Context: an optimization exercise on an open-source flow, tuned for small area. The choices shown serve that exercise and are no tape-out recipe.
In this exercise RTL edits were held to simulation tests only and were not proved equivalent to the original.

quartz:
==> module static_ram, before the edit <==
module static_ram (
   input  wire                          i_clk,
   input  wire ctrl_pkg::ram_req_t      i_ram,
   output max7219_pkg::max7219_word_t   o_rdata,
   input  wire ctrl_pkg::ram_addr_t     i_rd_addr,
   output logic [15:0]                  o_rd_word
);
   localparam int N = 2**ctrl_pkg::C_RAM_ADDR_W;
   logic [15:0]         mem [0:N-1];
   logic                wr;
   logic                pend_q;
   ctrl_pkg::ram_addr_t pend_addr_q;
   logic [15:0]         pend_data_q;
   logic                set_en;
   ctrl_pkg::ram_addr_t rd_addr;
   logic [15:0]         rd_mem;
   assign wr = i_ram.me & i_ram.we;
   always_ff @(posedge i_clk) begin
      pend_q      <= wr;
      pend_addr_q <= i_ram.addr;
      pend_data_q <= i_ram.wdata;
   end
   assign set_en = pend_q & ~(wr & (i_ram.addr == pend_addr_q));
   for (genvar k = 0; k < N; k++) begin : g_word
      logic clr;
      logic set;
      assign clr = wr & (i_ram.addr == ctrl_pkg::ram_addr_t'(k));
      assign set = set_en & (pend_addr_q == ctrl_pkg::ram_addr_t'(k));
      always_ff @(posedge i_clk) begin
         mem[k] <= (mem[k] & {16{~clr}}) | (pend_data_q & {16{set}});
      end
   end
   assign rd_addr = i_ram.me ? i_ram.addr : i_rd_addr;
   assign rd_mem = mem[rd_addr];
   assign o_rd_word = rd_mem | (pend_data_q & {16{pend_q & (rd_addr == pend_addr_q)}});
   always_ff @(posedge i_clk) begin
      if (i_ram.me & ~i_ram.we) begin
         o_rdata <= o_rd_word;
      end
   end
endmodule
export LEC_CHECK = 0
export CAP_MARGIN = 20
export CORE_MARGIN = 2
export CORE_UTILIZATION = 40
export SLEW_MARGIN = 20
create_clock -name core_clock -period 10.0 [get_ports {i_clk}]
run.sh (not shown) runs the stock make flow with config.mk's settings and CLKGATE_MAP_FILE= SYNTH_SCRIPT=/design/flow/synth_recipe.tcl, a recipe that flattens the netlist after the stock synthesis.
quartz did not finish; a tool error ended it in 5_1_grt.
diff inputs: quartz => xenon
-- flow/design.v --
<<< quartz, line 155
   end
   assign rd_addr = i_ram.me ? i_ram.addr : i_rd_addr;
   assign rd_mem = mem[rd_addr];
   assign o_rd_word = rd_mem | (pend_data_q & {16{pend_q & (rd_addr == pend_addr_q)}});
   always_ff @(posedge i_clk) begin
>>> xenon, line 155
   end
   assign rd_addr = i_ram.me ? i_ram.addr : i_rd_addr;
   always_comb begin
      rd_mem = '0;
      for (int k = 0; k < N; k++) begin
         rd_mem |= mem[k] & {16{rd_addr == ctrl_pkg::ram_addr_t'(k)}};
      end
   end
   assign o_rd_word = rd_mem | (pend_data_q & {16{pend_q & (rd_addr == pend_addr_q)}});
   always_ff @(posedge i_clk) begin
## What came out
xenon did not finish: a tool error stopped it during 5_1_grt.
Fraction of the yosys area taken by sequential cells, xenon and quartz, lower one = xenon.
Taking quartz as the reference, in xenon fraction of synthesized cell area in xor and xnor cells about even, number of placed cells counting well taps has remained practically unchanged, placer's final routability congestion estimate rose 3.0%.
Delta(synthesized cell count, xenon - quartz) > 0
When the final numbers for xenon and quartz were put side by side, the post-detailed-placement cell area turned out to be greater in xenon.

---

max7219_top, a different RTL version from the one above (not shown whole).
For scale: ~4200 flip-flops, about 100 I/O pins, roughly 150000 um^2 of cells after synthesis.
==> module ram_word, before the edit <==
module ram_word (
   input  wire        i_clk,
   input  wire        i_clr_h,
   input  wire        i_clr_l,
   input  wire        i_set_h,
   input  wire        i_set_l,
   input  wire [15:0] i_data,
   output logic [15:0] o_q
);
   logic keep;
   logic set;
   assign keep = ~(i_clr_h & i_clr_l);
   assign set  = i_set_h & i_set_l;
   always_ff @(posedge i_clk) begin
      o_q <= (o_q & {16{keep}}) | (i_data & {16{set}});
   end
endmodule
==> module ram_group, before the edit <==
module ram_group (
   input  wire        i_clk,
   input  wire        i_clr_h,
   input  wire [15:0] i_clr_l,
   input  wire        i_set_h,
   input  wire [15:0] i_set_l,
   input  wire [15:0] i_data,
   input  wire [15:0] i_rd_sel,
   output logic [15:0] o_rd
);
   logic [15:0] q [0:15];
   for (genvar j = 0; j < 16; j++) begin : g_word
      ram_word u_word (
         .i_clk   (i_clk),
         .i_clr_h (i_clr_h),
         .i_clr_l (i_clr_l[j]),
         .i_set_h (i_set_h),
         .i_set_l (i_set_l[j]),
         .i_data  (i_data),
         .o_q     (q[j])
      );
   end
   logic [15:0] part_n [0:5];
   for (genvar p = 0; p < 5; p++) begin : g_part
      ram_rd3 u_rd3 (
         .i_q0  (q[3*p]),
         .i_q1  (q[3*p+1]),
         .i_q2  (q[3*p+2]),
         .i_sel (i_rd_sel[3*p+2:3*p]),
         .o_n   (part_n[p])
      );
   end
   assign part_n[5] = ~(q[15] & {16{i_rd_sel[15]}});
   always_comb begin
      o_rd = '0;
      for (int p = 0; p < 6; p++) begin
         o_rd |= ~part_n[p];
      end
   end
endmodule
==> module static_ram, before the edit <==
module static_ram (
   input  wire                          i_clk,
   input  wire ctrl_pkg::ram_req_t      i_ram,
   output max7219_pkg::max7219_word_t   o_rdata,
   input  wire ctrl_pkg::ram_addr_t     i_rd_addr,
   output logic [15:0]                  o_rd_word
);
   logic                wr;
   logic                pend_q;
   ctrl_pkg::ram_addr_t pend_addr_q;
   logic [15:0]         pend_data_q;
   logic                set_en;
   ctrl_pkg::ram_addr_t rd_addr;
   logic [15:0]         clr_h, clr_l, set_h, set_l, rd_h, rd_l;
   logic [15:0]         grp_rd [0:15];
   logic [15:0]         rd_sel [0:15];
   logic [15:0]         rd_mem;
   assign wr = i_ram.me & i_ram.we;
   always_ff @(posedge i_clk) begin
      pend_q      <= wr;
      pend_addr_q <= i_ram.addr;
      pend_data_q <= i_ram.wdata;
   end
   assign set_en = pend_q & ~(wr & (i_ram.addr == pend_addr_q));
   assign rd_addr = i_ram.me ? i_ram.addr : i_rd_addr;
   always_comb begin
      for (int i = 0; i < 16; i++) begin
         clr_h[i] = wr & (i_ram.addr[7:4] == 4'(i));
         clr_l[i] = (i_ram.addr[3:0] == 4'(i));
         set_h[i] = set_en & (pend_addr_q[7:4] == 4'(i));
         set_l[i] = (pend_addr_q[3:0] == 4'(i));
         rd_h[i]  = (rd_addr[7:4] == 4'(i));
         rd_l[i]  = (rd_addr[3:0] == 4'(i));
      end
      for (int i = 0; i < 16; i++) begin
         for (int j = 0; j < 16; j++) begin
            rd_sel[i][j] = rd_h[i] & rd_l[j];
         end
      end
   end
   for (genvar i = 0; i < 16; i++) begin : g_group
      ram_group u_group (
         .i_clk   (i_clk),
         .i_clr_h (clr_h[i]),
         .i_clr_l (clr_l),
         .i_set_h (set_h[i]),
         .i_set_l (set_l),
         .i_data  (pend_data_q),
         .i_rd_sel(rd_sel[i]),
         .o_rd    (grp_rd[i])
      );
   end
   always_comb begin
      rd_mem = '0;
      for (int i = 0; i < 16; i++) begin
         rd_mem |= grp_rd[i];
      end
   end
   assign o_rd_word = rd_mem | (pend_data_q & {16{pend_q & (rd_addr == pend_addr_q)}});
   always_ff @(posedge i_clk) begin
      if (i_ram.me & ~i_ram.we) begin
         o_rdata <= o_rd_word;
      end
   end
endmodule
==> flow/config.mk <==
export PLATFORM = sky130hd
export DESIGN_NAME = max7219_top
export DESIGN_NICKNAME = max7219_top
export VERILOG_FILES = /design/flow/design.v
export SDC_FILE = /design/flow/constraint.sdc
export NUM_CORES = 4
export LEC_CHECK = 0
export CAP_MARGIN = 20
export CORE_MARGIN = 2
export CORE_UTILIZATION = 40
export CTS_CLUSTER_DIAMETER = 100
export CTS_CLUSTER_SIZE = 25
export SLEW_MARGIN = 20
export SYNTH_HIERARCHICAL = 1
==> flow/constraint.sdc <==
create_clock -name core_clock -period 10.0 [get_ports {i_clk}]
set_input_delay 2.0000 -clock core_clock [delete_from_list [all_inputs] [get_ports {i_clk}]]
set_output_delay 2.0000 -clock core_clock [all_outputs]
set_load 0.01 [all_outputs]
The starting point finished with timing, DRC and antenna clean.
==> next run, changes <==
--- a/flow/design.v
+++ b/flow/design.v
@@ -120,8 +120,19 @@
 endmodule
 `default_nettype wire
 `timescale 1ns/1ns
 `default_nettype none
+module ram_wsel (
+   input  wire  i_clr_h,
+   input  wire  i_clr_l,
+   input  wire  i_set_h,
+   input  wire  i_set_l,
+   output logic o_keep,
+   output logic o_set
+);
+   assign o_keep = ~(i_clr_h & i_clr_l);
+   assign o_set  = i_set_h & i_set_l;
+endmodule
 module ram_word (
    input  wire        i_clk,
    input  wire        i_clr_h,
    input  wire        i_clr_l,
@@ -131,14 +142,27 @@
    output logic [15:0] o_q
 );
    logic keep;
    logic set;
-   assign keep = ~(i_clr_h & i_clr_l);
-   assign set  = i_set_h & i_set_l;
+   ram_wsel u_wsel (
+      .i_clr_h (i_clr_h),
+      .i_clr_l (i_clr_l),
+      .i_set_h (i_set_h),
+      .i_set_l (i_set_l),
+      .o_keep  (keep),
+      .o_set   (set)
+   );
    always_ff @(posedge i_clk) begin
       o_q <= (o_q & {16{keep}}) | (i_data & {16{set}});
    end
 endmodule
+module ram_rsel (
+   input  wire  i_h,
+   input  wire  i_l,
+   output logic o_sel
+);
+   assign o_sel = i_h & i_l;
+endmodule
 module ram_rd3 (
    input  wire [15:0] i_q0,
    input  wire [15:0] i_q1,
    input  wire [15:0] i_q2,
@@ -153,12 +177,21 @@
    input  wire [15:0] i_clr_l,
    input  wire        i_set_h,
    input  wire [15:0] i_set_l,
    input  wire [15:0] i_data,
-   input  wire [15:0] i_rd_sel,
+   input  wire        i_rd_h,
+   input  wire [15:0] i_rd_l,
    output logic [15:0] o_rd
 );
    logic [15:0] q [0:15];
+   logic [15:0] rd_sel;
+   for (genvar j = 0; j < 16; j++) begin : g_rsel
+      ram_rsel u_rsel (
+         .i_h (i_rd_h),
+         .i_l (i_rd_l[j]),
+         .o_sel (rd_sel[j])
+      );
+   end
    for (genvar j = 0; j < 16; j++) begin : g_word
       ram_word u_word (
          .i_clk   (i_clk),
          .i_clr_h (i_clr_h),
@@ -174,13 +207,13 @@
       ram_rd3 u_rd3 (
          .i_q0  (q[3*p]),
          .i_q1  (q[3*p+1]),
          .i_q2  (q[3*p+2]),
-         .i_sel (i_rd_sel[3*p+2:3*p]),
+         .i_sel (rd_sel[3*p+2:3*p]),
          .o_n   (part_n[p])
       );
    end
-   assign part_n[5] = ~(q[15] & {16{i_rd_sel[15]}});
+   assign part_n[5] = ~(q[15] & {16{rd_sel[15]}});
    always_comb begin
       o_rd = '0;
       for (int p = 0; p < 6; p++) begin
          o_rd |= ~part_n[p];
@@ -201,9 +234,8 @@
    logic                set_en;
    ctrl_pkg::ram_addr_t rd_addr;
    logic [15:0]         clr_h, clr_l, set_h, set_l, rd_h, rd_l;
    logic [15:0]         grp_rd [0:15];
-   logic [15:0]         rd_sel [0:15];
    logic [15:0]         rd_mem;
    assign wr = i_ram.me & i_ram.we;
    always_ff @(posedge i_clk) begin
       pend_q      <= wr;
@@ -220,13 +252,8 @@
          set_l[i] = (pend_addr_q[3:0] == 4'(i));
          rd_h[i]  = (rd_addr[7:4] == 4'(i));
          rd_l[i]  = (rd_addr[3:0] == 4'(i));
       end
-      for (int i = 0; i < 16; i++) begin
-         for (int j = 0; j < 16; j++) begin
-            rd_sel[i][j] = rd_h[i] & rd_l[j];
-         end
-      end
    end
    for (genvar i = 0; i < 16; i++) begin : g_group
       ram_group u_group (
          .i_clk   (i_clk),
@@ -234,9 +261,10 @@
          .i_clr_l (clr_l),
          .i_set_h (set_h[i]),
          .i_set_l (set_l),
          .i_data  (pend_data_q),
-         .i_rd_sel(rd_sel[i]),
+         .i_rd_h  (rd_h[i]),
+         .i_rd_l  (rd_l),
          .o_rd    (grp_rd[i])
       );
    end
    always_comb begin
- This time the run finished but fails on antenna violations
- design area fell by 0.83%
- die area rose by 2.7%
- critical path depth rose by 1
- non-clock buffer count fell by 193
- setup slack is worse by 0.54 ns
- routed wire length rose by 0.33%

[afterwards: timing with drivers on the ports]
The results above use ideal ports. As a check the final layouts listed here were re-extracted and re-timed, cells and wires unchanged. Step 1 (the two cells are an assumption about what drives the block):
set clk [get_ports {i_clk}]
set_driving_cell -lib_cell sky130_fd_sc_hd__clkbuf_16 $clk
set_driving_cell -lib_cell sky130_fd_sc_hd__buf_2 [delete_from_list [all_inputs] $clk]
Step 2 adds t to the input delays and takes it off the output delays; t is the mean of the earliest and latest rising clock arrival at the registers after step 1. Input paths then give back, and output paths get back, about the clock's delay inside the block. Slacks: ideal / step 1 / step 2; pairs: ideal / step 1.
run	shift t [ns]	setup slack, ns	clock arrival spread, ns	worst slew at a driven data input, ns
the first run of note 2	1.092	2.238 / 2.290 / 1.197	0.068 / 0.067	0.27
the second run of note 2	1.039	1.696 / 1.777 / 0.737	0.063 / 0.063	0.17
The setup slack of the first run of note 2, which loses most, moves by +0.052 ns with the drivers and by -1.041 ns with both steps.
